From an optimization exercise on the open Yosys and OpenROAD flow, aimed at small area, a short achievable clock period and few clock cycles; shortcuts taken in it are not production practice.
Function was checked by simulation only, so behaviour that the tests miss may differ from the original.
Power is estimated from default activity; no workload was simulated.

$ cat flow/config.mk
export PLATFORM = sky130hd
export DESIGN_NAME = peak_interval_rate_estimator
export DESIGN_NICKNAME = peak_interval_rate_estimator
export VERILOG_FILES = /design/flow/design.v
export SDC_FILE = /design/flow/constraint.sdc
export NUM_CORES = 4
export LEC_CHECK = 0
export CAP_MARGIN = 20
export CORE_MARGIN = 2
export CORE_UTILIZATION = 40
export SETUP_SLACK_MARGIN = 2.6
export SLEW_MARGIN = 20
$ cat flow/constraint.sdc
create_clock -name core_clock -period 5.5 [get_ports {clk}]
set_input_delay 1.1000 -clock core_clock [delete_from_list [all_inputs] [get_ports {clk}]]
set_output_delay 1.1000 -clock core_clock [all_outputs]
set_load 0.01 [all_outputs]
$ cat flow/design.v
`timescale 1ns / 1ps
package pire_pkg;
    localparam int SAMPLE_W  = 10;
    localparam int SPAN_W    = 14;
    localparam int RATE_W    = 6;
    localparam int SPACING_W = 8;
    localparam int DEPTH_DEFAULT = 64;
    localparam int AW            = 6;
    localparam int GRP_B = 2;
    localparam int NGRP  = SAMPLE_W / GRP_B;
    localparam logic [SPACING_W-1:0] SPACING_RESET = 8'd20;
    localparam logic [RATE_W-1:0]    RATE_SAT      = 6'd63;
    function automatic logic [RATE_W-1:0] rate_of(input logic [SPAN_W-1:0] s);
        logic [RATE_W-1:0] r;
        if (s[SPAN_W-1:6] != '0)
            r = 6'd0;
        else
            case (s[5:0])
                6'd0:  r = RATE_SAT;
                6'd1:  r = 6'd60;
                6'd2:  r = 6'd30;
                6'd3:  r = 6'd20;
                6'd4:  r = 6'd15;
                6'd5:  r = 6'd12;
                6'd6:  r = 6'd10;
                6'd7:  r = 6'd8;
                6'd8:  r = 6'd7;
                6'd9, 6'd10: r = 6'd6;
                6'd11, 6'd12: r = 6'd5;
                6'd13, 6'd14, 6'd15: r = 6'd4;
                6'd16, 6'd17, 6'd18, 6'd19, 6'd20: r = 6'd3;
                default:
                    if (s[5:0] <= 6'd30)
                        r = 6'd2;
                    else if (s[5:0] <= 6'd60)
                        r = 6'd1;
                    else
                        r = 6'd0;
            endcase
        rate_of = r;
    endfunction
    function automatic logic [63:0] below_or(input logic [63:0] m);
        logic [63:0] p;
        p = {m[62:0], 1'b0};
        for (int k = 1; k < 64; k = k * 2)
            p = p | (p << k);
        below_or = p;
    endfunction
    function automatic logic [AW-1:0] onehot_idx(input logic [63:0] h);
        logic [AW-1:0] r;
        for (int b = 0; b < AW; b++)
        begin
            r[b] = 1'b0;
            for (int i = 0; i < 64; i++)
                if (((i >> b) & 1) == 1)
                    r[b] = r[b] | h[i];
        end
        onehot_idx = r;
    endfunction
endpackage
`timescale 1ns / 1ps
module pire_ram #(
    parameter int WIDTH = 10,
    parameter int DEPTH = 64,
    parameter int GB    = 2
) (
    input  logic                                    clk,
    input  logic                                    clr,
    input  logic [WIDTH/GB-1:0]                     we,
    input  logic [WIDTH/GB-1:0][$clog2(DEPTH)-1:0]  waddr,
    input  logic [WIDTH-1:0]                        wdata,
    output logic [DEPTH-1:0][WIDTH-1:0]             q
);
    localparam int NG = WIDTH / GB;
    logic [DEPTH-1:0][WIDTH-1:0] mem;
    always_ff @(posedge clk)
    begin
        for (int s = 0; s < DEPTH; s++)
        begin
            for (int g = 0; g < NG; g++)
            begin
                if (clr || (we[g] && waddr[g] == $clog2(DEPTH)'(s)))
                begin
                    mem[s][g*GB +: GB] <= clr ? '0 : wdata[g*GB +: GB];
                end
            end
        end
    end
    assign q = mem;
endmodule
`timescale 1ns / 1ps
module pire_rate_unit (
    input  logic                           clk,
    input  logic                           rst_n,
    input  logic                           vld,
    input  logic [pire_pkg::AW-1:0]        idx,
    input  logic [pire_pkg::AW-1:0]        head,
    input  logic                           last,
    input  logic [pire_pkg::SPACING_W-1:0] spacing,
    output logic [20:0]                    result,
    output logic                           result_valid
);
    localparam int SW = pire_pkg::SPAN_W;
    logic                        s1_vld_reg, s2_vld_reg, out_vld_reg;
    logic                        s1_last_reg, s2_last_reg;
    logic [SW-1:0]               s1_sum_reg, s1_cry_reg;
    logic [SW-1:0]               sum, cry;
    logic [SW-1:0]               s2_span_reg;
    logic [pire_pkg::AW-1:0]     gap;
    logic [2:0][9:0]             pp;
    logic [9:0]                  sp3_reg;
    logic [20:0]                 out_reg;
    logic [SW-1:0]               span;
    always_ff @(posedge clk or negedge rst_n)
    begin
        if (!rst_n)
        begin
            s1_vld_reg  <= 1'b0;
            s2_vld_reg  <= 1'b0;
            out_vld_reg <= 1'b0;
        end
        else
        begin
            s1_vld_reg  <= vld;
            s2_vld_reg  <= s1_vld_reg;
            out_vld_reg <= s2_vld_reg;
        end
    end
    assign gap = idx - head;
    always_comb
    begin
        for (int d = 0; d < 3; d++)
        begin
            case (gap[2*d +: 2])
                2'd0:    pp[d] = '0;
                2'd1:    pp[d] = 10'(spacing);
                2'd2:    pp[d] = {1'b0, spacing, 1'b0};
                default: pp[d] = sp3_reg;
            endcase
        end
        begin
            logic [SW-1:0] x, y, z;
            x   = SW'(pp[0]);
            y   = SW'(pp[1]) << 2;
            z   = SW'(pp[2]) << 4;
            sum = x ^ y ^ z;
            cry = ((x & y) | (x & z) | (y & z)) << 1;
        end
        span = s1_sum_reg + s1_cry_reg;
    end
    always_ff @(posedge clk)
    begin
        sp3_reg     <= 10'(spacing) + {1'b0, spacing, 1'b0};
        s1_sum_reg  <= sum;
        s1_cry_reg  <= cry;
        s1_last_reg <= last;
        s2_span_reg <= span;
        s2_last_reg <= s1_last_reg;
        out_reg     <= {s2_span_reg, pire_pkg::rate_of(s2_span_reg), s2_last_reg};
    end
    assign result       = out_reg;
    assign result_valid = out_vld_reg;
endmodule
`timescale 1ns / 1ps
module peak_interval_rate_estimator #(
    parameter int DEPTH = pire_pkg::DEPTH_DEFAULT
) (
    input  logic                           clk,
    input  logic                           rst_n,
    input  logic                           start,
    output logic                           busy,
    input  logic [10:0]                    cmd,
    output logic [20:0]                    result,
    output logic                           result_valid,
    input  logic                           cfg_valid,
    output logic                           cfg_ready,
    input  logic [pire_pkg::SPACING_W-1:0] cfg_data
);
    localparam int AW   = pire_pkg::AW;
    localparam int W    = pire_pkg::SAMPLE_W;
    localparam int GB   = pire_pkg::GRP_B;
    localparam int NG   = pire_pkg::NGRP;
    localparam int CAP  = 2;
    localparam int CNTW = 2;
    logic            take, take_push, take_eval;
    logic            park, busy_reg;
    logic            eval_go;
    logic            park_next, full_next;
    logic [CNTW-1:0] cnt, cnt_next;   
    logic                        clr;
    logic [AW-1:0]               wpos;
    logic [NG-1:1]               wq_v;
    logic [NG-1:1][AW-1:0]       wq_a;
    logic [NG-1:1][W-1:0]        wq_d;
    logic [NG-1:0]               r_we;
    logic [NG-1:0][AW-1:0]       r_wa;
    logic [W-1:0]                r_wd;
    logic [DEPTH-1:0][W-1:0]     ring;
    logic [NG:1]                 sv;
    logic [NG:2][DEPTH-1:0]      sm;
    logic [NG:1]                 sa, sp;
    logic [NG:0][DEPTH-1:0]      s_eff;
    logic [NG-1:0]               s_a, s_p;
    logic             p_v;
    logic [DEPTH-1:0] hm;
    logic             w_act;
    logic [DEPTH-1:0] w_m;
    logic [AW-1:0]    w_head, w_pick;
    logic             w_empty, w_done, w_load;
    logic [DEPTH-1:0] w_below, h_below;
    logic             e_v;
    logic [AW-1:0]    e_idx;
    logic [pire_pkg::SPACING_W-1:0] spacing_reg;
    assign cfg_ready = 1'b1;
    assign busy      = busy_reg;
    assign take      = start && !busy_reg;
    assign take_push = take && !cmd[10];
    assign take_eval = take && cmd[10];
    assign eval_go   = !cnt[1] && (park || take_eval);
    assign park_next = (park && cnt[1]) || (take_eval && (park || cnt[1]));
    assign cnt_next  = cnt + CNTW'(eval_go) - CNTW'(w_done);
    assign full_next = (cnt[1] && !(w_done && !eval_go))
                    || (cnt[0] && eval_go && !w_done);
    always_ff @(posedge clk or negedge rst_n)
    begin
        if (!rst_n)
        begin
            park     <= 1'b0;
            busy_reg <= 1'b1;
            cnt      <= '0;
        end
        else
        begin
            cnt      <= cnt_next;
            park     <= park_next;
            busy_reg <= park_next;
        end
    end
    always_comb
    begin
        r_we[NG-1]              = take_push;
        r_wa[NG-1]              = wpos;
        r_wd[(NG-1)*GB +: GB]   = cmd[(NG-1)*GB +: GB];
        for (int g = 1; g < NG; g++)
        begin
            r_we[NG-1-g]            = wq_v[g];
            r_wa[NG-1-g]            = wq_a[g];
            r_wd[(NG-1-g)*GB +: GB] = wq_d[g][(NG-1-g)*GB +: GB];
        end
    end
    always_ff @(posedge clk or negedge rst_n)
    begin
        if (!rst_n)
        begin
            clr  <= 1'b1;
            wpos <= '0;
            wq_v <= '0;
        end
        else
        begin
            clr     <= 1'b0;
            wq_v[1] <= take_push;
            for (int g = 2; g < NG; g++)
                wq_v[g] <= wq_v[g-1];
            if (take_push)
                wpos <= wpos + AW'(1);
        end
    end
    always_ff @(posedge clk)
    begin
        wq_a[1] <= wpos;
        wq_d[1] <= cmd[W-1:0];
        for (int g = 2; g < NG; g++)
        begin
            wq_a[g] <= wq_a[g-1];
            wq_d[g] <= wq_d[g-1];
        end
    end
    pire_ram #(
        .WIDTH (W),
        .DEPTH (DEPTH),
        .GB    (GB)
    ) u_store (
        .clk   (clk),
        .clr   (clr),
        .we    (r_we),
        .waddr (r_wa),
        .wdata (r_wd),
        .q     (ring)
    );
    always_comb
    begin
        for (int g = 0; g <= NG; g++)
        begin
            logic [DEPTH-1:0] c, hi, lo;
            logic a, b, d;
            c = '1;
            if (g > 0)
            begin
                for (int s = 0; s < DEPTH; s++)
                begin
                    hi[s] = ring[s][W-1-(g-1)*GB];
                    lo[s] = ring[s][W-2-(g-1)*GB];
                end
                c = (g == 1) ? '1 : sm[g];
                c = c & (hi | {DEPTH{!sa[g]}}) & (lo | {DEPTH{!sp[g]}});
            end
            s_eff[g] = c;
            if (g < NG)
            begin
                for (int s = 0; s < DEPTH; s++)
                begin
                    hi[s] = ring[s][W-1-g*GB];
                    lo[s] = ring[s][W-2-g*GB];
                end
                a = |(c & hi);
                b = |(c & hi & lo);
                d = |(c & lo);
                s_a[g] = a;
                s_p[g] = a ? b : d;
            end
        end
    end
    always_ff @(posedge clk or negedge rst_n)
    begin
        if (!rst_n)
            sv <= '0;
        else
        begin
            sv[1] <= eval_go;
            for (int g = 2; g <= NG; g++)
                sv[g] <= sv[g-1];
        end
    end
    always_ff @(posedge clk)
    begin
        for (int g = 1; g <= NG; g++)
        begin
            sa[g] <= s_a[g-1];
            sp[g] <= s_p[g-1];
        end
        for (int g = 2; g <= NG; g++)
            sm[g] <= s_eff[g-1];
        if (sv[NG])
            hm <= s_eff[NG];
    end
    assign w_empty = (w_m == '0);
    assign w_load  = p_v && w_empty;
    assign w_done  = w_act && w_empty;
    assign w_below = pire_pkg::below_or(w_m);
    assign w_pick  = pire_pkg::onehot_idx(w_m & ~w_below);
    assign h_below = pire_pkg::below_or(hm);
    always_ff @(posedge clk or negedge rst_n)
    begin
        if (!rst_n)
        begin
            p_v     <= 1'b0;
            w_m     <= '0;
            w_act   <= 1'b0;
            e_v     <= 1'b0;
        end
        else
        begin
            p_v <= sv[NG] || (p_v && !w_load);
            if (w_load)
                w_act <= 1'b1;
            else if (w_done)
                w_act <= 1'b0;
            w_m     <= (hm & h_below & {DEPTH{w_load}}) | (w_m & w_below);
            e_v     <= !w_empty;
        end
    end
    always_ff @(posedge clk)
    begin
        if (w_load)
            w_head <= pire_pkg::onehot_idx(hm & ~h_below);
        e_idx <= w_pick;
    end
    always_ff @(posedge clk or negedge rst_n)
    begin
        if (!rst_n)
            spacing_reg <= pire_pkg::SPACING_RESET;
        else if (cfg_valid)
            spacing_reg <= cfg_data;
    end
    pire_rate_unit u_rate (
        .clk          (clk),
        .rst_n        (rst_n),
        .vld          (e_v),
        .idx          (e_idx),
        .head         (w_head),
        .last         (w_empty),
        .spacing      (spacing_reg),
        .result       (result),
        .result_valid (result_valid)
    );
endmodule
$ cat flow/run.sh
#!/bin/bash
# synth_recipe.tcl (not shown) runs the flow's synth.tcl, then flattens the netlist and writes it again
# the make line also repeats each setting of config.mk as NAME=value (left out here)
make -C /OpenROAD-flow-scripts/flow DESIGN_CONFIG=/design/flow/config.mk WORK_HOME=/design/flow/orfs CLKGATE_MAP_FILE= SYNTH_SCRIPT=/design/flow/synth_recipe.tcl finish
==> results of run 1 <==
worst paths after layout:
kind / startpoint / endpoint / depth (start not counted)
max: w_m[11]$_DFF_PN0_ / e_idx[5]$_DFF_P_ / 9
min: u_rate.s1_sum_reg[0]$_DFF_P_ / u_rate.s2_span_reg[0]$_DFF_P_ / 0
max reg2reg: w_m[11]$_DFF_PN0_ / e_idx[5]$_DFF_P_ / 9
min reg2reg: u_rate.s1_sum_reg[0]$_DFF_P_ / u_rate.s2_span_reg[0]$_DFF_P_ / 0
max in group asynchronous: rst_n / w_m[1]$_DFF_PN0_ / 2
min in group asynchronous: rst_n / w_m[60]$_DFF_PN0_ / 1
stage by stage:
| step | hold WS (ns) | area, sq um |
|---|---|---|
| after detailed placement | 0.3138 | 52950 |
| after CTS | 0.3271 | 57520 |
| after floorplan | 0.3096 | 50590 |
| final | 0.3237 | 57990 |
| after global placement | 0.3133 | 52950 |
| after global routing | 0.3393 | 57970 |
worst reg2reg max path: stages (launching register included):
cell and delay (ns):
dfrtp_1 0.47, nor2_1 0.13, nand4_1 0.26, nor4_4 0.08, buf_4 0.14, buf_4 0.16
nand4b_1 0.22, nand3_1 0.19, a311oi_1 0.71, nand4_1 0.33
kinds of logic after synthesis:
family / after synthesis
AND/OR/NAND/NOR: 1212
adder cells (fa/ha/maj): 43
XOR/XNOR: 24
flip-flops: 1194
AO/OA/AOI/OAI: 1280
other: 2
multiplexers: 32
buffers and inverters: 339
layer usage:
metal	global-route usage [%]	share of wire, %	vias to the layer above
met5	0	0.010	-
met2	46.91	45	2510
met4	16.45	6.3	4
met1	39.67	39	19860
li1	-	-	16550
met3	5.841	9.6	597
final cells by class:
cell class	count	share of cell area, %
Multi-Input combinational cell	2593	31.38
Inverter	179	1.193
Sequential cell	1194	54.35
Tap cell	1650	3.560
Timing Repair Buffer	126	1.910
Antenna cell	7	0.03021
Clock buffer	185	6.482
Clock inverter	62	1.096
cell usage in the layout (no fill, tap or decap), types with 32 or more instances in the layout:
| cell type | Yosys | routed |
|---|---|---|
| edfxtp_1 | 710 | 710 |
| dfxtp_1 | 387 | 384 |
| a22oi_1 | 258 | 255 |
| nand2_1 | 195 | 195 |
| a21o_1 | 188 | 188 |
| nand3_1 | 191 | 186 |
| inv_1 | 170 | 168 |
| o221a_2 | 157 | 157 |
| o21ai_0 | 147 | 145 |
| o21bai_1 | 145 | 145 |
| nand4_1 | 144 | 144 |
| clkbuf_16 | 0 | 137 |
| a21oi_1 | 122 | 121 |
| nor2_1 | 121 | 119 |
| nand2b_1 | 109 | 108 |
| nor4_1 | 105 | 90 |
| dfrtp_1 | 93 | 89 |
| buf_4 | 1 | 75 |
| nor3_1 | 75 | 70 |
| and3_1 | 63 | 63 |
| o22a_1 | 46 | 46 |
| and2_1 | 44 | 43 |
| clkdlybuf4s50_1 | 0 | 43 |
| a32o_1 | 41 | 41 |
| clkbuf_1 | 136 | 33 |
| ha_1 | 34 | 32 |
power by group through the flow:
| stage | Sequential [uW] | Clock (uW) | Combinational, uW |
|---|---|---|---|
| 5_1_grt | 12100 | 9430 | 8230 |
| 6_report | 12000 | 8960 | 7630 |
| 4_1_cts | 12000 | 9070 | 7170 |
| 3_5_place_dp | 12100 | 0 | 7010 |
| 2_1_floorplan | 11500 | 0 | 4710 |
| 3_3_place_gp | 12100 | 0 | 6990 |
repair_timing:
item	CTS	global route
pin swaps	5	15
endpoints found under the setup margin	48	32
gates cloned	0	0
gates resized for setup	28	58
buffers inserted	8	21
==> flow_summary.toml, run 1 <==
[sta]
fin_skew_ns = 0.03593
max_slew_margin_pct = 12.73
worst_pin_slew_ns = 1.299
fin_ws_ns = 2.614
fin_crit_sh_pct = 52.47
setup_violations = 0
slew_violations = 0
fmax_mhz = 346.5
final-hold-violation-count = 0
rsz0062_at_grt = "yes"
fin_tns_setup_ns = 0
fin_crit_ns = 2.886

[layout]
layout.cells.non_filler = 5996
top_register = "u_store.mem"
drive_gt1_share_pct = 13.57
final_util_pct = 46.18
multi_input_area_sq_um = 18200
nFillCells = 11420
top_regs = "u_store.mem x640, sm x256, hm x64"
area_delta_synth_final_pct = 14.69
largest_reg_flops = 640
seqCellArea_sq_um = 31520
design.final.nets = 4295

[cts]
cts_hold_buf = 0
clock-sinks = 1194
cts_tree = "done"
cts_htree_levels = 4
insertion_delay_ns = 0.77
cts_root_buffer = "clkbuf_16"
path_clk_slew_ns = 0.06
cts_buffer_depth = 3
numCtsBuffers = 135

[placed_design]
place_ws_ns = 2.077
numPortBuffers = 45
hpwl_um = 151100
dp_cells = 5713
place.gp.congestion = 1.026

[synthesis]
synth_compound_area_share_pct = 19.44
synth_xor_area_share_pct = 0.4157
dominantRegCellSynth = "edfxtp_1"
synth_fp_nets = 4192
synth_top_area_share_pct = 42.17
synth_cells = 4126
syn_area_sq_um = 50560
seq_area_frac_synth_pct = 62.30
yosys-top-cells-area = "edfxtp_1, dfxtp_1, dfrtp_1"
ys_seq_elements = 1194
synth_top_family_by_area = "compound AO/OA/AOI/OAI gates"
synthAdderAreaFrac_pct = 1.198
synth_edf_count = 710
synth_most_common_cell = "edfxtp_1"
synth_top_cell_by_area = "edfxtp_1"
ys_types = 89
synth-simple-area-share_pct = 13.34
synthTopCellsByCount = "edfxtp_1, dfxtp_1, a22oi_1, nand2_1, nand3_1"
yosysWarnings = 3
avgSynthCellArea_sq_um = 12.25
async_reset_ff_share_pct = 8.124
synthMuxAreaShare_pct = 0.6682

[power_and_ir_drop]
vdd_drop_max_mv = 0.4101
power_leakage_uw = 0.02230
p_int_uw = 18490
swShare_pct = 35.36
p_sw_uw = 10110
combPwrFrac_pct = 26.7
seq_power_share_pct = 42.0
powerDensity_nw_per_um2 = 493.2
p_total_uw = 28600
clockPowerShare_pct = 31.3

[worst_setup_path]
cp.arrival_ns = 3.44
slowest_stage = "a311oi_1"
cp_max_fo = 9
crit_family = "simple AND/OR/NAND/NOR gates"
r2r_slack_ns = 2.61
path_cells = "nor2_1, nand4_1, nor4_4, buf_4, buf_4, nand4b_1, nand3_1, a311oi_1, nand4_1"
cp_num_buf_inv = 2
cp-start-kind = "flop"
endpoint_kind = "flop"
crit_required_ns = 6.06
crit_type = "reg2reg"
slowest_delay_ns = 0.71

[drt]
ant_nets = 0
vias = 39520
drt_iter0_drc = 6266
routed_wl_um = 200300
viasPerCell = 6.591
wl_per_cell_um = 33.41
route.detailed.drc = 0
dr.pass1.iters = 8

[global_routing]
grt_max_degree = 82
track_usage_pct = 30.13
gr-total-overflow = 0
antenna_found_initial = 6
grt_pass1_vias = 37090
grt_first_pass_wirelength_um = 278900

[min_path]
hp-class = "reg2reg"

[floorplan]
initial_core_util_pct = 40.26
coreArea_sq_um = 125600
die_w_um = 359.5
dieHeight_um = 359.5
ioPinCount = 47
die_area_sq_um = 129300
rows = 130

[outcome]
status = "complete, no violations"

[job]
drv_cap = 0
Testbench counts, summed over its fixed seeds: cycles 8,034.
==> run 2: changes to the inputs <==
--- a/flow/design.v
+++ b/flow/design.v
@@ -102,9 +102,8 @@
 );
     localparam int SW = pire_pkg::SPAN_W;
-    logic                        s1_vld_reg, s2_vld_reg, out_vld_reg;
-    logic                        s1_last_reg, s2_last_reg;
+    logic                        s1_vld_reg, out_vld_reg;
+    logic                        s1_last_reg;
     logic [SW-1:0]               s1_sum_reg, s1_cry_reg;
     logic [SW-1:0]               sum, cry;
-    logic [SW-1:0]               s2_span_reg;
     logic [pire_pkg::AW-1:0]     gap;
     logic [2:0][9:0]             pp;
@@ -117,5 +116,4 @@
         begin
             s1_vld_reg  <= 1'b0;
-            s2_vld_reg  <= 1'b0;
             out_vld_reg <= 1'b0;
         end
@@ -123,6 +121,5 @@
         begin
             s1_vld_reg  <= vld;
-            s2_vld_reg  <= s1_vld_reg;
-            out_vld_reg <= s2_vld_reg;
+            out_vld_reg <= s1_vld_reg;
         end
     end
@@ -155,7 +152,5 @@
         s1_cry_reg  <= cry;
         s1_last_reg <= last;
-        s2_span_reg <= span;
-        s2_last_reg <= s1_last_reg;
-        out_reg     <= {s2_span_reg, pire_pkg::rate_of(s2_span_reg), s2_last_reg};
+        out_reg     <= {span, pire_pkg::rate_of(span), s1_last_reg};
     end
     assign result       = out_reg;
==> flow_summary.toml, run 2 <==
[synthesis]
synth_top_cell_by_area = "edfxtp_1"
ys_types = 87
avgSynthCellArea_sq_um = 11.93
synth_most_common_cell = "edfxtp_1"
seq_area_frac_synth_pct = 61.53
yosysWarnings = 3
synthTopCellsByCount = "edfxtp_1, dfxtp_1, a22oi_1, inv_1, a21o_1"
synth_fp_nets = 4313
dominantRegCellSynth = "edfxtp_1"
syn_area_sq_um = 50670
synth_cells = 4247
yosys-top-cells-area = "edfxtp_1, dfxtp_1, dfrtp_1"
synth_top_area_share_pct = 42.08
ys_seq_elements = 1178
async_reset_ff_share_pct = 8.149
synth_edf_count = 710

[floorplan]
initial_core_util_pct = 40.30
rows = 130
dieHeight_um = 359.9
die_w_um = 359.9
ioPinCount = 47
coreArea_sq_um = 125700
die_area_sq_um = 129500

[sta]
max_slew_margin_pct = 16.99
fin_tns_setup_ns = 0
fmax_mhz = 337.5
worst_pin_slew_ns = 1.236
final-hold-violation-count = 0
rsz0062_at_grt = "yes"
fin_skew_ns = 0.02282
fin_crit_sh_pct = 53.88
slew_violations = 0
setup_violations = 0
fin_crit_ns = 2.963

[worst_setup_path]
crit_required_ns = 6.18
path_cells = "or4_4, nor4_4, and3b_2, nand4_4, or3_4, clkinv_4, and2_4, ha_4, inv_4, ha_4, xnor2_1, xnor2_1"
crit_type = "reg2reg"
slowest_delay_ns = 0.59
endpoint_kind = "flop"
cp_max_fo = 8
cp.arrival_ns = 3.64
slowest_stage = "or4_4"
cp-start-kind = "flop"

[power_and_ir_drop]
p_total_uw = 28860
vdd_drop_max_mv = 0.3625
power_leakage_uw = 0.02261
powerDensity_nw_per_um2 = 494.5

[global_routing]
grt_first_pass_wirelength_um = 277900
grt_pass1_vias = 37750
track_usage_pct = 29.76
gr-total-overflow = 0
antenna_found_initial = 14
grt_max_degree = 87

[drt]
routed_wl_um = 198400
vias = 39700
viasPerCell = 6.482
ant_nets = 0
route.detailed.drc = 0
dr.pass1.iters = 8
wl_per_cell_um = 32.39
drt_iter0_drc = 5964

[cts]
clock-sinks = 1178
cts_hold_buf = 0
cts_htree_levels = 4
cts_tree = "done"
cts_root_buffer = "clkbuf_16"
path_clk_slew_ns = 0.06
numCtsBuffers = 134
insertion_delay_ns = 0.77
cts_buffer_depth = 3

[layout]
nFillCells = 11430
top_regs = "u_store.mem x640, sm x256, hm x64"
top_register = "u_store.mem"
drive_gt1_share_pct = 13.84
final_common_cell = "edfxtp_1"
most-common-layout-cells = "edfxtp_1, dfxtp_1, a22oi_1, inv_1, a21o_1"
layout.cells.non_filler = 6124
final_util_pct = 46.41
largest_reg_flops = 640
seqCellArea_sq_um = 31200
fin_area_sq_um = 58350
design.final.nets = 4423
multi_input_area_sq_um = 18310
area_delta_synth_final_pct = 15.15

[placed_design]
dp_cells = 5822
hpwl_um = 148600
place.gp.congestion = 1.028
placed_area_sq_um = 53040
numPortBuffers = 45

[outcome]
status = "complete, no violations"

[min_path]
hp-class = "reg2reg"

[job]
drv_cap = 0
[run 2: changes by cell type in the layout (fill, tap and decap cells not counted), moves of 12 or more]
cell | previous run | this run
dfxtp_1 | 384 | 368
nand2_1 | 195 | 183
a32o_1 | 41 | 20
inv_1 | 168 | 267
a22oi_1 | 255 | 290
and3_1 | 63 | 89
o22a_1 | 46 | 1
o21ai_1 | 1 | 32
[run 2: worst paths after layout]
kind | from | end | slack, ns | cells past startpoint
min reg2reg | wq_d[10]$_DFF_P_ | wq_d[20]$_DFF_P_ | 0.32 | 0
max reg2reg | w_m[36]$_DFF_PN0_ | cnt[1]$_DFF_PN0_ | 2.54 | 12
min | wq_d[10]$_DFF_P_ | wq_d[20]$_DFF_P_ | 0.32 | 0
max in group asynchronous | rst_n | clr$_DFF_PN1_ | 4.01 | 2
max | w_m[36]$_DFF_PN0_ | cnt[1]$_DFF_PN0_ | 2.54 | 12
min in group asynchronous | rst_n | w_m[39]$_DFF_PN0_ | 0.47 | 1
[run 2: where the power goes]
| group | leakage [uW] | internal (uW) | switching (uW) | total, uW |
|---|---|---|---|---|
| registers | 0.0115 | 10500 | 1300 | 11800 |
| logic | 0.00900 | 2770 | 5410 | 8190 |
| clock network | 0.00213 | 5150 | 3710 | 8860 |
| total | 0.0226 | 18400 | 10400 | 28900 |
[run 2: stage by stage]
stage	setup slack (ns)	hold WS, ns
after floorplan	2.368	0.3096
final	2.537	0.3248
after global routing	2.380	0.3284
after CTS	2.486	0.3243
after detailed placement	1.669	0.3121
after global placement	1.746	0.3102
[run 2: layer usage]
metal  GRT usage (%)  wire length [um]
met1           39.33             77810
met4           16.11             12410
met5               0                83
met3           6.236             19530
met2           45.82             88540
[run 2: cell type report]
cell class / count / share of cell area, %
clock inverter: 64 / 0.9071
timing repair inverter: 3 / 0.06433
multi-input combinational: 2623 / 31.38
timing repair buffer: 141 / 2.228
tap: 1650 / 3.538
sequential: 1178 / 53.48
antenna: 3 / 0.01287
clock buffer: 186 / 6.540
inverter: 276 / 1.853
[run 2: kinds of logic after synthesis]
family,synth area share (%)
xor gates and xnor gates,0.3630
adders and majority gates,1.215
DFF,61.53
and+or+nand+nor,13.55
other,0.01482
muxes,0.6445
AOI/OAI and AO/OA,19.20
buffers and inverters,3.489
[run 2: repair_timing]
item / in CTS / in global routing
cloned: 0 / 5
resized for setup: 55 / 65
pin swaps: 5 / 12
buffers inserted: 22 / 21
setup endpoints to repair: 99 / 188
[run 2: worst max-delay path, delay by kind of cell (launching register included)]
kind                     cells  cell delay (ns)
XOR/XNOR                     2             0.25
adder cells (fa/ha/maj)      2             0.30
buffers and inverters        2             0.13
flip-flops                   1             0.45
AND/OR/NAND/NOR              6             1.74
Testbench counts of run 2, summed over its fixed seeds: cycles 7,960.
==> run 3: changes to the inputs <==
--- a/flow/config.mk
+++ b/flow/config.mk
@@ -6,4 +6,5 @@
 export NUM_CORES = 4
 export LEC_CHECK = 0
+export ABC_AREA = 1
 export CAP_MARGIN = 20
 export CORE_MARGIN = 2
==> flow_summary.toml, run 3 <==
[outcome]
status = "complete, no violations"

[worst_setup_path]
r2r-end = "sp[4]$_DFF_P_"
crit_start = "sa[3]$_DFF_P_"
cp-start-kind = "flop"
cp_max_fo = 18
slowest_stage = "o211ai_1"
cp.arrival_ns = 3.47
endpoint_kind = "flop"
crit_end = "sp[4]$_DFF_P_"
crit_type = "reg2reg"
r2r_cells = 12
worstReg2RegStart = "sa[3]$_DFF_P_"
r2r_slack_ns = 2.76
path_cells = "inv_1, o211ai_1, inv_1, nand2_1, o21ai_0, nor2_1, nand2_1, nor2_1, nand2_1, nor2_1, nand2_1, nand2_1"
crit_required_ns = 6.23
crit_top_cell = "nand2_1"
slowest_delay_ns = 0.93

[drt]
routed_wl_um = 200000
dr.pass1.iters = 7
vias = 44040
ant_nets = 0
viasPerCell = 5.616
drt_iter0_drc = 6176
route.detailed.drc = 0
wl_per_cell_um = 25.51

[floorplan]
dieHeight_um = 366.9
die_area_sq_um = 134600
coreArea_sq_um = 131100
initial_core_util_pct = 40.18
rows = 133
ioPinCount = 47
die_w_um = 366.9

[global_routing]
grt_first_pass_wirelength_um = 284200
grt_max_degree = 152
gr-total-overflow = 0
grt_pass1_vias = 41930
antenna_found_initial = 6
track_usage_pct = 28.99

[synthesis]
seq_area_frac_synth_pct = 59.17
synthTopCellsByCount = "nand2_1, inv_1, edfxtp_1, o21ai_0, nor2_1"
ys_types = 60
dominantRegCellSynth = "edfxtp_1"
synth_top_cell_by_area = "edfxtp_1"
ys_seq_elements = 1178
synth_top_area_share_pct = 40.47
yosys-top-cells-area = "edfxtp_1, dfxtp_1, nand2_1"
syn_area_sq_um = 52690
async_reset_ff_share_pct = 8.149
synth_cells = 5892
yosysWarnings = 3
synth_fp_nets = 5958
synth_most_common_cell = "nand2_1"
synth_edf_count = 710
avgSynthCellArea_sq_um = 8.942

[layout]
drive_gt1_share_pct = 5.802
top_regs = "u_store.mem x640, sm x256, hm x64"
most-common-layout-cells = "nand2_1, inv_1, edfxtp_1, o21ai_0, nor2_1"
final_common_cell = "nand2_1"
nFillCells = 12800
design.final.nets = 6044
area_delta_synth_final_pct = 13.18
largest_reg_flops = 640
top_register = "u_store.mem"

[cts]
clock-sinks = 1178
path_clk_slew_ns = 0.07
cts_buffer_depth = 3
cts_htree_levels = 4
cts_tree = "done"
insertion_delay_ns = 0.79
numCtsBuffers = 131
cts_root_buffer = "clkbuf_16"

[job]
drv_cap = 0

[min_path]
hp-class = "reg2reg"

[sta]
slew_violations = 0
rsz0062_at_grt = "yes"
fin_crit_sh_pct = 49.88
worst_pin_slew_ns = 1.098
fin_tns_setup_ns = 0
final-hold-violation-count = 0
max_slew_margin_pct = 26.63
fmax_mhz = 364.5
setup_violations = 0
fin_crit_ns = 2.743
whs_ns = 0.3152
fin_skew_ns = 0.04736

[power_and_ir_drop]
powerDensity_nw_per_um2 = 555.2
power_leakage_uw = 0.02654
p_total_uw = 33110
vdd_drop_max_mv = 0.5449

[placed_design]
numPortBuffers = 45
hpwl_um = 151100
place.gp.congestion = 1.031
[run 3: timing repair]
action,4_1_cts,5_1_grt
gates cloned,0,0
resized for setup,2,13
buffers inserted,2,7
pin swaps,0,5
setup endpoints to repair,14,21
endpoints found under the hold margin,0,0
hold buffers,0,0
[run 3: final cells by class]
type                            count  area [sq um]  share of cell area, %
Clock inverter                     56         720.7                  1.209
Inverter                          899          3379                  5.667
Timing Repair Buffer               83         748.2                  1.255
Tap cell                         1755          2196                  3.682
Sequential cell                  1178         31190                  52.31
Antenna cell                        3         7.507                0.01259
Multi-Input combinational cell   3685         17680                  29.65
Clock buffer                      183          3709                  6.219
[run 3: how the worst min path moves through the flow]
| stage | to | cells past startpoint | from | slack, ns |
|---|---|---|---|---|
| floorplan | u_rate.out_reg[0]$_DFF_P_ | 0 | u_rate.s1_last_reg$_DFF_P_ | 0.31 |
| global placement | wq_d[20]$_DFF_P_ | 0 | wq_d[10]$_DFF_P_ | 0.31 |
| detailed placement | wq_d[12]$_DFF_P_ | 0 | wq_d[2]$_DFF_P_ | 0.31 |
| CTS | u_rate.out_reg[0]$_DFF_P_ | 0 | u_rate.s1_last_reg$_DFF_P_ | 0.31 |
| global route | u_rate.out_reg[0]$_DFF_P_ | 0 | u_rate.s1_last_reg$_DFF_P_ | 0.32 |
| finish | u_rate.out_reg[0]$_DFF_P_ | 0 | u_rate.s1_last_reg$_DFF_P_ | 0.32 |
[run 3: through the flow]
| step | utilization [%] | cells | setup slack [ns] | cell area, sq um |
|---|---|---|---|---|
| after detailed placement | 42.01 | 7591 | 2.202 | 55090 |
| final | 45.47 | 7842 | 2.757 | 59630 |
| after global placement | 42.01 | 7591 | 2.258 | 55090 |
| after CTS | 45.40 | 7832 | 2.614 | 59530 |
| after global routing | 45.47 | 7839 | 2.584 | 59620 |
| after floorplan | - | 5892 | 2.851 | 52690 |
[run 3: critical path: cells and delay by family (launching register included)]
kind / cells / cell delay [ns]
AO/OA/AOI/OAI: 2 / 1.04
AND/OR/NAND/NOR: 8 / 0.74
flip-flops: 1 / 0.33
buffers and inverters: 2 / 0.59
[run 3: power breakdown]
part           internal, uW  switching (uW)
Sequential            10700            1120
Clock                  5210            3810
Combinational          3160            9150
Total                 19000           14100
[run 3: routing by layer]
layer / GRT usage, % / part of all wire (%)
met2: 45.54 / 45
met4: 15.91 / 6.1
met5: 0 / 0.027
met1: 37.80 / 39
met3: 5.425 / 9.2
[run 3: kinds of logic after synthesis]
logic type,after synthesis,synth area share [%]
AOI/OAI and AO/OA,984,10.49
xor gates and xnor gates,23,0.3823
adders and majority gates,44,1.168
buffers and inverters,1029,7.471
DFF,1178,59.17
other,2,0.01425
and+or+nand+nor,2632,21.30
==> run 4: changes to the inputs <==
--- a/flow/config.mk
+++ b/flow/config.mk
@@ -6,8 +6,7 @@
 export NUM_CORES = 4
 export LEC_CHECK = 0
-export ABC_AREA = 1
 export CAP_MARGIN = 20
 export CORE_MARGIN = 2
 export CORE_UTILIZATION = 40
-export SETUP_SLACK_MARGIN = 2.6
+export SETUP_SLACK_MARGIN = 2.3
 export SLEW_MARGIN = 20
==> flow_summary.toml, run 4 <==
[power_and_ir_drop]
p_total_uw = 29060
powerDensity_nw_per_um2 = 500.9
combPwrFrac_pct = 27.6
power_leakage_uw = 0.02247
clockPowerShare_pct = 31.9
swShare_pct = 35.32
vdd_drop_max_mv = 0.4809
p_sw_uw = 10260
seq_power_share_pct = 40.5
p_int_uw = 18800

[synthesis]
synth_fp_nets = 4313
synth_edf_count = 710
dominantRegCellSynth = "edfxtp_1"
yosys-top-cells-area = "edfxtp_1, dfxtp_1, dfrtp_1"
synth_cells = 4247
ys_seq_elements = 1178
async_reset_ff_share_pct = 8.149
synth_top_cell_by_area = "edfxtp_1"
avgSynthCellArea_sq_um = 11.93
seq_area_frac_synth_pct = 61.53
yosysWarnings = 3
synth_most_common_cell = "edfxtp_1"
syn_area_sq_um = 50670
ys_types = 87
synth_top_area_share_pct = 42.08
synthTopCellsByCount = "edfxtp_1, dfxtp_1, a22oi_1, inv_1, a21o_1"

[sta]
fin_crit_ns = 3.219
fmax_mhz = 310.6
max_slew_margin_pct = 20.41
fin_tns_setup_ns = 0
fin_skew_ns = 0.02471
final-hold-violation-count = 0
slew_violations = 0
rsz0062_at_grt = "yes"
setup_violations = 0
worst_pin_slew_ns = 1.185
fin_ws_ns = 2.281
fin_crit_sh_pct = 58.53

[cts]
insertion_delay_ns = 0.78
path_clk_slew_ns = 0.06
cts_hold_buf = 0
numCtsBuffers = 133
cts_htree_levels = 4
cts_root_buffer = "clkbuf_16"
cts_buffer_depth = 3
clock-sinks = 1178
cts_tree = "done"

[floorplan]
die_w_um = 359.9
ioPinCount = 47
coreArea_sq_um = 125700
dieHeight_um = 359.9
die_area_sq_um = 129500
rows = 130
initial_core_util_pct = 40.30

[global_routing]
track_usage_pct = 30.00
grt_max_degree = 84
grt_pass1_vias = 37240
grt_first_pass_wirelength_um = 278600
gr-total-overflow = 0
antenna_found_initial = 7

[placed_design]
placed_area_sq_um = 53040
numPortBuffers = 45
place_ws_ns = 1.605
hpwl_um = 150100
place.gp.congestion = 1.006

[drt]
route.detailed.drc = 0
ant_nets = 0
vias = 39300
viasPerCell = 6.440
drt_iter0_drc = 5690
routed_wl_um = 200300
wl_per_cell_um = 32.82
dr.pass1.iters = 6

[layout]
top_regs = "u_store.mem x640, sm x256, hm x64"
drive_gt1_share_pct = 12.39
most-common-layout-cells = "edfxtp_1, dfxtp_1, a22oi_1, inv_1, a21o_1"
final_util_pct = 46.14
area_delta_synth_final_pct = 14.50
largest_reg_flops = 640
nFillCells = 11440
fin_area_sq_um = 58020
top_register = "u_store.mem"
design.final.nets = 4403
final_common_cell = "edfxtp_1"

[worst_setup_path]
cp.arrival_ns = 3.91
crit_family = "simple AND/OR/NAND/NOR gates"
cp_max_fo = 6
crit_required_ns = 6.19
cp-start-kind = "flop"
path_cells = "or4_4, or3_4, nor4_4, buf_6, nand4_4, or3_4, clkinv_4, and2_1, ha_1, inv_1, ha_1, xnor2_1, xnor2_1"
slowest_stage = "or4_4"
slowest_delay_ns = 0.55
cp_num_buf_inv = 3
endpoint_kind = "flop"
crit_type = "reg2reg"

[outcome]
status = "complete, no violations"

[min_path]
hp-class = "reg2reg"

[job]
drv_cap = 0
-- run 4: cell types whose count changed after synthesis, sizes merged, moves of 85 or more --
cell / delta
o21ai: -428
a22oi: +293
nor4: +85
o21bai: +143
nand3: -195
nand2b: +106
o221a: +151
o22ai: -141
nand2: -1175
inv: -625
nor2: -479
a21o: +189
-- run 4: power by group through the flow --
| stage | logic [uW] | registers, uW | clock network [uW] |
|---|---|---|---|
| floorplan | 4850 | 11300 | 0 |
| global placement | 7450 | 11900 | 0 |
| detailed placement | 7440 | 11900 | 0 |
| CTS | 7510 | 11700 | 9380 |
| global route | 8620 | 11900 | 9700 |
| finish | 8020 | 11800 | 9280 |
-- run 4: final cells by class --
type / count / area [sq um] / share of cell area [%]
clock inverters: 50 / 694.4 / 1.197
diodes: 5 / 12.51 / 0.02157
multi-input cells: 2621 / 18020 / 31.06
inverters: 276 / 1067 / 1.840
flip-flops and latches: 1178 / 31200 / 53.77
repair buffers: 126 / 1109 / 1.911
clock buffers: 195 / 3837 / 6.614
repair inverters: 1 / 16.27 / 0.02804
well taps: 1650 / 2064 / 3.558
-- run 4: kinds of logic after synthesis --
logic type | count (synthesis) | synth area share (%)
simple gates | 1232 | 13.55
other cells | 2 | 0.01482
flops | 1178 | 61.53
xor+xnor | 21 | 0.3630
buf+inv | 448 | 3.489
compound gates | 1291 | 19.20
fa+ha+maj | 44 | 1.215
mux | 31 | 0.6445
-- run 4: final timing paths --
check	startpoint	to	slack, ns	cells after the start
min reg2reg	wq_d[13]$_DFF_P_	wq_d[23]$_DFF_P_	0.32	0
min in group asynchronous	rst_n	w_m[45]$_DFF_PN0_	0.43	1
max	w_m[30]$_DFF_PN0_	cnt[1]$_DFF_PN0_	2.28	13
min	wq_d[13]$_DFF_P_	wq_d[23]$_DFF_P_	0.32	0
max in group asynchronous	rst_n	spacing_reg[2]$_DFFE_PN1P_	4.05	2
max reg2reg	w_m[30]$_DFF_PN0_	cnt[1]$_DFF_PN0_	2.28	13
-- run 4: layer usage --
layer	GRT usage (%)	vias up	share of wire, %
met4	16.81	2	6.3
met3	6.127	518	9.3
met5	0	-	0.0085
met2	46.69	2341	45
met1	39.12	19650	39
li1	-	16790	-
-- run 4: per-stage QoR --
step	hold slack, ns	instances
after CTS	0.3240	6075
after global placement	0.3098	5826
after global routing	0.3254	6097
after detailed placement	0.3121	5826
final	0.3227	6102
after floorplan	0.3096	4247
-- run 4: what timing repair did --
item | 4_1_cts | 5_1_grt
pin swaps | 1 | 5
buffers inserted | 4 | 21
setup endpoints to repair | 82 | 53
resized for setup | 13 | 33
gates cloned | 0 | 1
==> run 5: changes to the inputs <==
--- a/flow/config.mk
+++ b/flow/config.mk
@@ -9,4 +9,4 @@
 export CORE_MARGIN = 2
 export CORE_UTILIZATION = 40
-export SETUP_SLACK_MARGIN = 2.3
+export SETUP_SLACK_MARGIN = 2.8
 export SLEW_MARGIN = 20
==> flow_summary.toml, run 5 <==
[worst_setup_path]
crit_type = "reg2reg"
cp_max_fo = 2
path_cells = "or4_4, or3_4, nor4_4, buf_6, nand4_4, or3_4, clkinv_8, and2_4, ha_4, inv_4, ha_4, xnor2_1, xnor2_1"
endpoint_kind = "flop"
crit_required_ns = 6.18
slowest_delay_ns = 0.54
cp.arrival_ns = 3.71
cp-start-kind = "flop"
slowest_stage = "or4_4"

[sta]
whs_ns = 0.3231
fin_crit_sh_pct = 55.19
final-hold-violation-count = 0
fmax_mhz = 329.4
slew_violations = 0
fin_crit_ns = 3.036
fin_skew_ns = 0.02338
setup_violations = 0
worst_pin_slew_ns = 1.290
fin_tns_setup_ns = 0
rsz0062_at_grt = "yes"
max_slew_margin_pct = 13.34

[layout]
area_delta_synth_final_pct = 19.60
final_common_cell = "edfxtp_1"
most-common-layout-cells = "edfxtp_1, dfxtp_1, a22oi_1, inv_1, a21o_1"
drive_gt1_share_pct = 18.39
design.final.nets = 4505
top_regs = "u_store.mem x640, sm x256, hm x64"
largest_reg_flops = 640
top_register = "u_store.mem"
nFillCells = 11250
fin_area_sq_um = 60600

[floorplan]
dieHeight_um = 359.9
ioPinCount = 47
rows = 130
coreArea_sq_um = 125700
die_area_sq_um = 129500
initial_core_util_pct = 40.30
die_w_um = 359.9

[placed_design]
numPortBuffers = 45
hpwl_um = 150800
placed_area_sq_um = 53080
place.gp.congestion = 1.007

[drt]
vias = 40290
ant_nets = 0
routed_wl_um = 206100
dr.pass1.iters = 6
drt_iter0_drc = 6066
viasPerCell = 6.493
route.detailed.drc = 0
wl_per_cell_um = 33.21

[cts]
cts_htree_levels = 4
cts_root_buffer = "clkbuf_16"
path_clk_slew_ns = 0.06
cts_buffer_depth = 3
cts_hold_buf = 0
clock-sinks = 1178
numCtsBuffers = 134
cts_tree = "done"
insertion_delay_ns = 0.77

[synthesis]
seq_area_frac_synth_pct = 61.53
synth_top_cell_by_area = "edfxtp_1"
synth_xor_area_share_pct = 0.3630
dominantRegCellSynth = "edfxtp_1"
synthTopCellsByCount = "edfxtp_1, dfxtp_1, a22oi_1, inv_1, a21o_1"
ys_seq_elements = 1178
syn_area_sq_um = 50670
async_reset_ff_share_pct = 8.149
synthMuxAreaShare_pct = 0.6445
yosys-top-cells-area = "edfxtp_1, dfxtp_1, dfrtp_1"
synth-simple-area-share_pct = 13.55
synthAdderAreaFrac_pct = 1.215
synth_top_area_share_pct = 42.08
yosysWarnings = 3
synth_fp_nets = 4313
ys_types = 87
synth_compound_area_share_pct = 19.20
avgSynthCellArea_sq_um = 11.93
synth_most_common_cell = "edfxtp_1"
synth_cells = 4247
synth_top_family_by_area = "compound AO/OA/AOI/OAI gates"
synth_edf_count = 710

[global_routing]
grt_max_degree = 68
track_usage_pct = 30.88
grt_pass1_vias = 38310
gr-total-overflow = 0
antenna_found_initial = 8
grt_first_pass_wirelength_um = 286700

[power_and_ir_drop]
vdd_drop_max_mv = 0.4167
power_leakage_uw = 0.02361
powerDensity_nw_per_um2 = 498.4

[min_path]
hp-class = "reg2reg"

[outcome]
status = "complete, no violations"

[job]
drv_cap = 0
==> run 5: changes by cell type in the layout (fill, tap and decap cells not counted), sizes merged, moves of 2 or more <==
cell	previous run	this run
buf	82	166
bufbuf	0	5
bufinv	15	9
clkbuf	195	185
clkdlybuf4s50	44	21
clkinv	31	57
clkinvlp	4	8
diode	5	3
dlygate4sd2	0	22
inv	277	272
nand2	189	195
==> run 5: what timing repair did <==
item,in CTS,in global routing
pin swaps,42,62
gates resized for setup,255,147
gates cloned,19,2
endpoints found under the hold margin,0,0
endpoints found under the setup margin,259,230
setup buffers,72,36
==> run 5: worst max-delay path, delay by kind of cell (launching register included) <==
| kind | cells | cell delay [ns] |
|---|---|---|
| flip-flops | 1 | 0.40 |
| AND/OR/NAND/NOR | 6 | 1.69 |
| XOR/XNOR | 2 | 0.26 |
| buffers and inverters | 3 | 0.27 |
| adder cells (fa/ha/maj) | 2 | 0.31 |
==> run 5: layout make-up <==
class / instances / area, sq um / share of cell area (%)
sequential: 1178 / 31200 / 51.49
multi-input combinational: 2628 / 19520 / 32.20
clock buffer: 184 / 3789 / 6.252
timing repair buffer: 216 / 2228 / 3.677
tap: 1650 / 2064 / 3.407
inverter: 276 / 1112 / 1.836
clock inverter: 65 / 618.1 / 1.020
timing repair inverter: 5 / 63.81 / 0.1053
antenna: 3 / 7.507 / 0.01239
==> run 5: layer usage <==
layer | global-route usage, % | wire length (um) | vias to the layer above
met3 | 6.330 | 20980 | 564
li1 | - | - | 17030
met4 | 16.44 | 12690 | 6
met2 | 47.58 | 91990 | 2496
met5 | 0 | 38 | -
met1 | 41.01 | 80410 | 20190
==> run 5: logic make-up after synthesis <==
group	count (synthesis)
DFF	1178
buffers and inverters	448
adders and majority gates	44
AOI/OAI and AO/OA	1291
xor gates and xnor gates	21
and+or+nand+nor	1232
other	2
muxes	31
==> run 5: path summary, 6_finish.rpt <==
kind                            slack, ns           endpoint         startpoint  cells after the start
worst max-delay path                 2.46   cnt[1]$_DFF_PN0_  w_m[30]$_DFF_PN0_                     13
worst min-delay path                 0.32   wq_d[14]$_DFF_P_    wq_d[4]$_DFF_P_                      0
worst max register to register       2.46   cnt[1]$_DFF_PN0_  w_m[30]$_DFF_PN0_                     13
worst min register to register       0.32   wq_d[14]$_DFF_P_    wq_d[4]$_DFF_P_                      0
max in group asynchronous            3.97  w_m[32]$_DFF_PN0_              rst_n                      2
min in group asynchronous            0.35  w_m[27]$_DFF_PN0_              rst_n                      1
==> run 5: metrics by stage <==
step	cells	setup slack, ns	util, %	power (uW)
finish	6205	2.464	48.20	30200
global route	6202	2.359	48.19	31290
CTS	6163	2.488	47.39	29560
detailed placement	5823	1.633	42.22	19310
global placement	5822	1.687	42.20	19290
floorplan	4247	2.368	-	16170
==> run 5: power by group <==
part           total [uW]  internal [uW]  switching [uW]  leakage (uW)
Clock                9010           5260            3750       0.00216
Sequential          11800          10500            1330        0.0115
Combinational        9350           3320            6030       0.00996
==> run 6: changes to the inputs <==
--- a/flow/config.mk
+++ b/flow/config.mk
@@ -9,4 +9,5 @@
 export CORE_MARGIN = 2
 export CORE_UTILIZATION = 40
-export SETUP_SLACK_MARGIN = 2.8
+export PLACE_DENSITY = 0.75
+export SETUP_SLACK_MARGIN = 2.6
 export SLEW_MARGIN = 20
==> flow_summary.toml, run 6 <==
[cts]
cts_hold_buf = 0
clock-sinks = 1178
insertion_delay_ns = 0.79
cts_htree_levels = 4
path_clk_slew_ns = 0.06
cts_buffer_depth = 3
cts_root_buffer = "clkbuf_16"
cts_tree = "done"
numCtsBuffers = 132

[global_routing]
gr-total-overflow = 0
grt_max_degree = 97
grt_first_pass_wirelength_um = 279800
grt_pass1_vias = 37800
antenna_found_initial = 8
track_usage_pct = 29.99

[layout]
final_util_pct = 46.44
largest_reg_flops = 640
fin_area_sq_um = 58390
top_register = "u_store.mem"
drive_gt1_share_pct = 13.87
most-common-layout-cells = "edfxtp_1, dfxtp_1, a22oi_1, inv_1, a21o_1"
nFillCells = 11310
top_regs = "u_store.mem x640, sm x256, hm x64"
area_delta_synth_final_pct = 15.24
design.final.nets = 4418
final_common_cell = "edfxtp_1"

[power_and_ir_drop]
power_leakage_uw = 0.02266
vdd_drop_max_mv = 0.4166
powerDensity_nw_per_um2 = 497.1
p_total_uw = 29030

[worst_setup_path]
r2r-end = "cnt[1]$_DFF_PN0_"
crit_end = "cnt[1]$_DFF_PN0_"
crit_required_ns = 6.19
cp-start-kind = "flop"
cp.arrival_ns = 3.72
worstReg2RegStart = "w_m[30]$_DFF_PN0_"
cp.depth = 13
cp_num_buf_inv = 3
slowest_stage = "or4_4"
r2r_slack_ns = 2.47
path_cells = "or4_4, or3_4, nor4_4, buf_6, nand4_4, or3_4, clkinv_4, and2_4, ha_4, inv_2, ha_4, xnor2_1, xnor2_1"
crit_family = "simple AND/OR/NAND/NOR gates"
slowest_delay_ns = 0.55
crit_type = "reg2reg"
endpoint_kind = "flop"
cp_max_fo = 3
crit_start = "w_m[30]$_DFF_PN0_"
r2r_cells = 13

[synthesis]
seq_area_frac_synth_pct = 61.53
yosys-top-cells-area = "edfxtp_1, dfxtp_1, dfrtp_1"
synth_top_cell_by_area = "edfxtp_1"
ys_types = 87
synthTopCellsByCount = "edfxtp_1, dfxtp_1, a22oi_1, inv_1, a21o_1"
async_reset_ff_share_pct = 8.149
synth_cells = 4247
synth_fp_nets = 4313
synth_top_area_share_pct = 42.08
yosysWarnings = 3
dominantRegCellSynth = "edfxtp_1"
synth_edf_count = 710
avgSynthCellArea_sq_um = 11.93
ys_seq_elements = 1178
synth_most_common_cell = "edfxtp_1"
syn_area_sq_um = 50670

[sta]
max_slew_margin_pct = 16.46
worst_pin_slew_ns = 1.244
fin_crit_ns = 3.028
fin_tns_setup_ns = 0
fmax_mhz = 330.3
final-hold-violation-count = 0
fin_skew_ns = 0.04408
rsz0062_at_grt = "yes"
fin_crit_sh_pct = 55.05
setup_violations = 0
slew_violations = 0

[placed_design]
placed_area_sq_um = 53050
hpwl_um = 149300
numPortBuffers = 45
place.gp.congestion = 1.033

[job]
drv_cap = 0

[drt]
vias = 40160
dr.pass1.iters = 6
wl_per_cell_um = 32.80
viasPerCell = 6.568
drt_iter0_drc = 6418
route.detailed.drc = 0
ant_nets = 0
routed_wl_um = 200500

[floorplan]
ioPinCount = 47
die_w_um = 359.9
initial_core_util_pct = 40.30
die_area_sq_um = 129500
dieHeight_um = 359.9
rows = 130
coreArea_sq_um = 125700

[outcome]
status = "complete, no violations"

[min_path]
hp-class = "reg2reg"
-- run 6: worst min path at each step --
| stage | startpoint | end | slack, ns | depth (start not counted) |
|---|---|---|---|---|
| 6_report | wq_d[4]$_DFF_P_ | wq_d[14]$_DFF_P_ | 0.31 | 0 |
| 3_5_place_dp | wq_d[3]$_DFF_P_ | wq_d[13]$_DFF_P_ | 0.31 | 0 |
| 4_1_cts | wq_d[4]$_DFF_P_ | wq_d[14]$_DFF_P_ | 0.31 | 0 |
| 2_1_floorplan | u_rate.s1_last_reg$_DFF_P_ | u_rate.out_reg[0]$_DFF_P_ | 0.31 | 0 |
| 5_1_grt | wq_d[4]$_DFF_P_ | wq_d[14]$_DFF_P_ | 0.31 | 0 |
| 3_3_place_gp | wq_d[10]$_DFF_P_ | wq_d[20]$_DFF_P_ | 0.31 | 0 |
-- run 6: final cells by class --
cell class | instances | area (sq um) | area share, %
diodes | 2 | 5.005 | 0.008571
clock buffers | 164 | 3620 | 6.199
inverters | 276 | 1080 | 1.849
flip-flops and latches | 1178 | 31200 | 53.43
multi-input cells | 2623 | 18270 | 31.29
well taps | 1650 | 2064 | 3.535
repair buffers | 141 | 1246 | 2.134
clock inverters | 80 | 903.4 | 1.547
-- run 6: metal layers --
layer | vias up | routed length (um) | track usage [%]
li1 | 16840 | - | -
met5 | - | 54 | 0
met4 | 6 | 13360 | 16.62
met2 | 2791 | 87370 | 45.42
met1 | 19940 | 77990 | 40.13
met3 | 575 | 21780 | 6.330
-- run 6: per-stage QoR --
step | instances | setup WS (ns) | hold slack, ns
3_5_place_dp | 5826 | 1.661 | 0.3121
6_report | 6114 | 2.472 | 0.3072
3_3_place_gp | 5826 | 1.799 | 0.3102
4_1_cts | 6086 | 2.433 | 0.3088
2_1_floorplan | 4247 | 2.368 | 0.3096
5_1_grt | 6112 | 2.366 | 0.3123
-- run 6: cells by family after synthesis --
group / Yosys count / share of synthesized area, %
flip-flops: 1178 / 61.53
multiplexers: 31 / 0.6445
buffers and inverters: 448 / 3.489
XOR/XNOR: 21 / 0.3630
AO/OA/AOI/OAI: 1291 / 19.20
AND/OR/NAND/NOR: 1232 / 13.55
adder cells (fa/ha/maj): 44 / 1.215
other: 2 / 0.01482
-- run 6: report_power, final --
group / total, uW / switching [uW] / leakage (uW) / internal [uW]
registers: 11800 / 1270 / 0.0115 / 10500
logic: 8070 / 5400 / 0.00896 / 2670
clock network: 9180 / 3830 / 0.00221 / 5350
total: 29000 / 10500 / 0.0227 / 18500
-- run 6: what timing repair did --
action / CTS / global route
gates cloned: 0 / 2
resized for setup: 60 / 46
pin swaps: 8 / 9
setup buffers: 16 / 24
setup endpoints to repair: 110 / 74
==> run 7: changes to the inputs <==
--- a/flow/config.mk
+++ b/flow/config.mk
@@ -6,8 +6,8 @@
 export NUM_CORES = 4
 export LEC_CHECK = 0
+export ABC_AREA = 1
 export CAP_MARGIN = 20
 export CORE_MARGIN = 2
 export CORE_UTILIZATION = 40
-export PLACE_DENSITY = 0.75
-export SETUP_SLACK_MARGIN = 2.6
+export SETUP_SLACK_MARGIN = 2.9
 export SLEW_MARGIN = 20
==> flow_summary.toml, run 7 <==
[synthesis]
synth_most_common_cell = "nand2_1"
avgSynthCellArea_sq_um = 8.942
synth_cells = 5892
synth_top_area_share_pct = 40.47
synth_top_cell_by_area = "edfxtp_1"
seq_area_frac_synth_pct = 59.17
async_reset_ff_share_pct = 8.149
yosys-top-cells-area = "edfxtp_1, dfxtp_1, nand2_1"
synth_fp_nets = 5958
yosysWarnings = 3
ys_types = 60
synthTopCellsByCount = "nand2_1, inv_1, edfxtp_1, o21ai_0, nor2_1"
syn_area_sq_um = 52690
ys_seq_elements = 1178
dominantRegCellSynth = "edfxtp_1"
synth_edf_count = 710

[drt]
drt_iter0_drc = 6215
ant_nets = 0
dr.pass1.iters = 8
routed_wl_um = 203100
wl_per_cell_um = 25.75
vias = 44270
route.detailed.drc = 0
viasPerCell = 5.614

[layout]
drive_gt1_share_pct = 7.202
largest_reg_flops = 640
nFillCells = 12870
design.final.nets = 6079
final_util_pct = 45.88
final_common_cell = "nand2_1"
top_register = "u_store.mem"
top_regs = "u_store.mem x640, sm x256, hm x64"
area_delta_synth_final_pct = 14.19
most-common-layout-cells = "nand2_1, inv_1, edfxtp_1, o21ai_0, nor2_1"

[job]
drv_cap = 0

[floorplan]
initial_core_util_pct = 40.18
die_area_sq_um = 134600
die_w_um = 366.9
coreArea_sq_um = 131100
ioPinCount = 47
rows = 133
dieHeight_um = 366.9

[worst_setup_path]
crit_start = "w_head[0]$_DFFE_PP_"
crit_family = "adder cells"
worstReg2RegStart = "w_head[0]$_DFFE_PP_"
cp.arrival_ns = 3.24
slowest_stage = "fa_1"
cp_max_fo = 6
r2r_slack_ns = 2.87
slowest_delay_ns = 0.49
crit_required_ns = 6.12
endpoint_kind = "flop"
crit_type = "reg2reg"
cp-start-kind = "flop"
path_cells = "ha_4, inv_2, fa_2, nand2_1, inv_2, or2_1, a21oi_2, nand2_1, nand2_4, inv_8, nor2_4, o22ai_4, o21ai_4, inv_2, fa_1"
cp_num_buf_inv = 4
crit_top_cell = "inv_2"

[sta]
fin_crit_ns = 2.625
fin_crit_sh_pct = 47.73
final-hold-violation-count = 0
slew_violations = 0
fin_tns_setup_ns = 0
fin_ws_ns = 2.875
whs_ns = 0.3238
max_slew_margin_pct = 30.44
fmax_mhz = 380.9
worst_pin_slew_ns = 1.040
rsz0062_at_grt = "yes"
setup_violations = 0
fin_skew_ns = 0.03209

[power_and_ir_drop]
power_leakage_uw = 0.02674
vdd_drop_max_mv = 0.4981
p_total_uw = 33330
powerDensity_nw_per_um2 = 554.0

[placed_design]
place.gp.congestion = 0.9940
numPortBuffers = 45
hpwl_um = 152200
place_ws_ns = 1.571

[min_path]
min_from = "wq_d[4]$_DFF_P_"
hp-class = "reg2reg"

[cts]
clock-sinks = 1178
numCtsBuffers = 131
cts_hold_buf = 0
cts_buffer_depth = 3
cts_tree = "done"
cts_htree_levels = 4
path_clk_slew_ns = 0.06
cts_root_buffer = "clkbuf_16"
insertion_delay_ns = 0.77

[global_routing]
antenna_found_initial = 14
grt_pass1_vias = 41560
grt_max_degree = 175
track_usage_pct = 29.30
gr-total-overflow = 0
grt_first_pass_wirelength_um = 285700

[outcome]
status = "complete, no violations"
[run 7: layer usage]
metal	track usage [%]	routed length [um]
met1	38.43	80440
met2	46.35	92500
met3	4.908	17740
met4	15.79	12310
met5	0	56
[run 7: cell type report]
| class | instances | area [sq um] | area share [%] |
|---|---|---|---|
| antenna | 7 | 17.52 | 0.02912 |
| timing repair inverter | 1 | 6.256 | 0.01040 |
| inverter | 899 | 3415 | 5.676 |
| sequential | 1178 | 31200 | 51.86 |
| multi-input combinational | 3686 | 18000 | 29.92 |
| tap | 1755 | 2196 | 3.650 |
| clock buffer | 192 | 3807 | 6.329 |
| clock inverter | 51 | 451.7 | 0.7508 |
| timing repair buffer | 116 | 1070 | 1.778 |
[run 7: logic make-up (layout without fill, tap and decap cells)]
logic type                 count (synthesis)  in the layout  share of synthesized area (%)
buffers and inverters                   1029           1259                          7.471
other                                      2              9                        0.01425
adders and majority gates                 44             44                          1.168
xor gates and xnor gates                  23             23                         0.3823
AOI/OAI and AO/OA                        984            984                          10.49
DFF                                     1178           1178                          59.17
and+or+nand+nor                         2632           2633                          21.30
[run 7: per-stage QoR]
step                      cell area [sq um]  cells
after floorplan                       52690   5892
after global placement                55070   7589
after detailed placement              55070   7589
after CTS                             59640   7852
after global routing                  60140   7878
final                                 60160   7885
[run 7: worst paths after layout]
kind	cells after the start	end
max reg2reg	15	u_rate.s1_sum_reg[7]$_DFF_P_
min in group asynchronous	1	w_m[15]$_DFF_PN0_
min	0	wq_d[14]$_DFF_P_
min reg2reg	0	wq_d[14]$_DFF_P_
max in group asynchronous	2	w_m[61]$_DFF_PN0_
max	15	u_rate.s1_sum_reg[7]$_DFF_P_
[run 7: what timing repair did]
action	in CTS	in global routing
buffers inserted	19	25
gates cloned	1	1
setup endpoints to repair	198	132
resized for setup	80	74
pin swaps	9	18
[run 7: where the power goes]
group | leakage [uW] | switching, uW | internal (uW) | total, uW
Combinational | 0.0132 | 9420 | 3430 | 12800
Sequential | 0.0115 | 1120 | 10700 | 11800
Clock | 0.00208 | 3690 | 5020 | 8710
==> run 8: changes to the inputs <==
--- a/flow/config.mk
+++ b/flow/config.mk
@@ -10,4 +10,4 @@
 export CORE_MARGIN = 2
 export CORE_UTILIZATION = 40
-export SETUP_SLACK_MARGIN = 2.9
+export SETUP_SLACK_MARGIN = 2.4
 export SLEW_MARGIN = 20
==> flow_summary.toml, run 8 <==
[global_routing]
gr-total-overflow = 0
grt_first_pass_wirelength_um = 284200
grt_pass1_vias = 41930
track_usage_pct = 28.98
grt_max_degree = 152
antenna_found_initial = 6

[synthesis]
yosysWarnings = 3
yosys-top-cells-area = "edfxtp_1, dfxtp_1, nand2_1"
syn_area_sq_um = 52690
synthTopCellsByCount = "nand2_1, inv_1, edfxtp_1, o21ai_0, nor2_1"
dominantRegCellSynth = "edfxtp_1"
synth_top_area_share_pct = 40.47
synth_most_common_cell = "nand2_1"
seq_area_frac_synth_pct = 59.17
synth_edf_count = 710
ys_types = 60
synth_top_cell_by_area = "edfxtp_1"
synth_cells = 5892
avgSynthCellArea_sq_um = 8.942
synth_fp_nets = 5958
ys_seq_elements = 1178
async_reset_ff_share_pct = 8.149

[worst_setup_path]
slowest_delay_ns = 0.55
r2r_cells = 12
cp-start-kind = "flop"
worstReg2RegStart = "sa[2]$_DFF_P_"
crit_family = "flip-flops"
path_cells = "clkdlybuf4s50_1"
cp_num_buf_inv = 1
cp_max_fo = 3
crit_type = "reg2out"
crit_start = "busy_reg$_DFF_PN1_"
endpoint_kind = "primary output"
slowest_stage = "dfstp_2"
cp.depth = 1
cp.arrival_ns = 1.85
crit_required_ns = 4.40

[power_and_ir_drop]
p_sw_uw = 14020
seq_power_share_pct = 35.7
p_int_uw = 18940
powerDensity_nw_per_um2 = 553.6
swShare_pct = 42.54
combPwrFrac_pct = 36.9
vdd_drop_max_mv = 0.5232
power_leakage_uw = 0.02650
clockPowerShare_pct = 27.4

[outcome]
status = "complete, no violations"

[sta]
fin_crit_sh_pct = 53.58
max_slew_margin_pct = 27.34
fin_skew_ns = 0.04952
rsz0062_at_grt = "no"
setup_violations = 0
worst_pin_slew_ns = 1.087
slew_violations = 0
final-hold-violation-count = 0
fin_crit_ns = 2.947
fmax_mhz = 339.3
fin_tns_setup_ns = 0

[layout]
most-common-layout-cells = "nand2_1, inv_1, edfxtp_1, o21ai_0, nor2_1"
final_util_pct = 45.41
final_common_cell = "nand2_1"
design.final.nets = 6037
largest_reg_flops = 640
top_register = "u_store.mem"
drive_gt1_share_pct = 5.595
nFillCells = 12810
top_regs = "u_store.mem x640, sm x256, hm x64"
area_delta_synth_final_pct = 13.02

[drt]
vias = 43990
ant_nets = 0
drt_iter0_drc = 6190
wl_per_cell_um = 25.48
dr.pass1.iters = 8
route.detailed.drc = 0
viasPerCell = 5.616
routed_wl_um = 199600

[cts]
cts_buffer_depth = 3
cts_tree = "done"
numCtsBuffers = 131
path_clk_slew_ns = 0.06
cts_htree_levels = 4
cts_root_buffer = "clkbuf_16"
insertion_delay_ns = 0.79
clock-sinks = 1178

[min_path]
min_from = "u_rate.s1_last_reg$_DFF_P_"
hp-class = "reg2reg"
hold_depth = 0

[job]
drv_cap = 0

[placed_design]
hpwl_um = 151100
numPortBuffers = 45
place.gp.congestion = 1.031

[floorplan]
initial_core_util_pct = 40.18
dieHeight_um = 366.9
ioPinCount = 47
rows = 133
die_w_um = 366.9
die_area_sq_um = 134600
coreArea_sq_um = 131100
## run 8: cell counts after synthesis
No cell type changed its count.
## run 8: metrics by stage
step | setup WS [ns] | power [uW] | cell area, sq um | std cells | hold slack [ns]
floorplan | 2.851 | 19060 | 52690 | 5892 | 0.3096
global placement | 2.258 | 23740 | 55090 | 7591 | 0.3108
detailed placement | 2.202 | 23710 | 55090 | 7591 | 0.3121
CTS | 2.494 | 32720 | 59530 | 7832 | 0.3089
global route | 2.413 | 34730 | 59540 | 7832 | 0.3240
finish | 2.553 | 32970 | 59550 | 7834 | 0.3118
## run 8: layout make-up
class | count | area [sq um] | share of cell area [%]
Sequential cell | 1178 | 31190 | 52.37
Multi-Input combinational cell | 3685 | 17660 | 29.65
Clock buffer | 183 | 3709 | 6.228
Inverter | 899 | 3379 | 5.675
Tap cell | 1755 | 2196 | 3.688
Clock inverter | 56 | 720.7 | 1.210
Timing Repair Buffer | 76 | 693.2 | 1.164
Antenna cell | 2 | 5.005 | 0.008405
## run 8: layer usage
layer	wire length, um	global-route usage (%)
met1	78090	37.80
met2	90470	45.54
met3	18510	5.425
met4	12480	15.91
met5	71	0
## run 8: worst reg2reg max path: cells and delay by family, from the launching register on
| kind | cells | cell delay [ns] |
|---|---|---|
| AOI/OAI and AO/OA | 1 | 0.31 |
| buffers and inverters | 2 | 0.64 |
| DFF | 1 | 0.74 |
| and+or+nand+nor | 9 | 1.08 |
## run 8: power by group through the flow
stage                     clock [uW]  sequential (uW)  combinational, uW
after floorplan                    0            11400               7620
after global placement             0            11900              11800
after detailed placement           0            11900              11800
after CTS                       9110            11700              11900
after global routing            9470            11900              13400
final                           9020            11800              12200
## run 8: what timing repair did
action,4_1_cts,5_1_grt
endpoints found under the setup margin,1,12
setup buffers,2,0
resized for setup,0,3
pin swaps,0,0
endpoints found under the hold margin,0,0
hold buffers,0,0
cloned,0,0
## run 8: kinds of logic (layout without fill, tap and decap cells)
| group | Yosys count | after routing | synth area share, % |
|---|---|---|---|
| buffers and inverters | 1029 | 1214 | 7.471 |
| and+or+nand+nor | 2632 | 2632 | 21.30 |
| DFF | 1178 | 1178 | 59.17 |
| xor gates and xnor gates | 23 | 23 | 0.3823 |
| adders and majority gates | 44 | 44 | 1.168 |
| AOI/OAI and AO/OA | 984 | 984 | 10.49 |
| other | 2 | 4 | 0.01425 |
## run 8: final timing paths
check | end | slack (ns)
setup / recovery | busy | 2.55
hold reg to reg | u_rate.out_reg[0]$_DFF_P_ | 0.31
min in group asynchronous | spacing_reg[6]$_DFFE_PN0P_ | 0.45
setup reg to reg | sp[3]$_DFF_P_ | 2.60
hold / removal | u_rate.out_reg[0]$_DFF_P_ | 0.31
max in group asynchronous | wq_v[4]$_DFF_PN0_ | 3.95

Setup slack of run 8, layout unchanged: 2.553 ns with ideal ports, 2.471 ns with driving cells assumed (clock clkbuf_16, inputs buf_2), 2.205 ns with port delays also shifted by the 0.847 ns mid clock arrival.
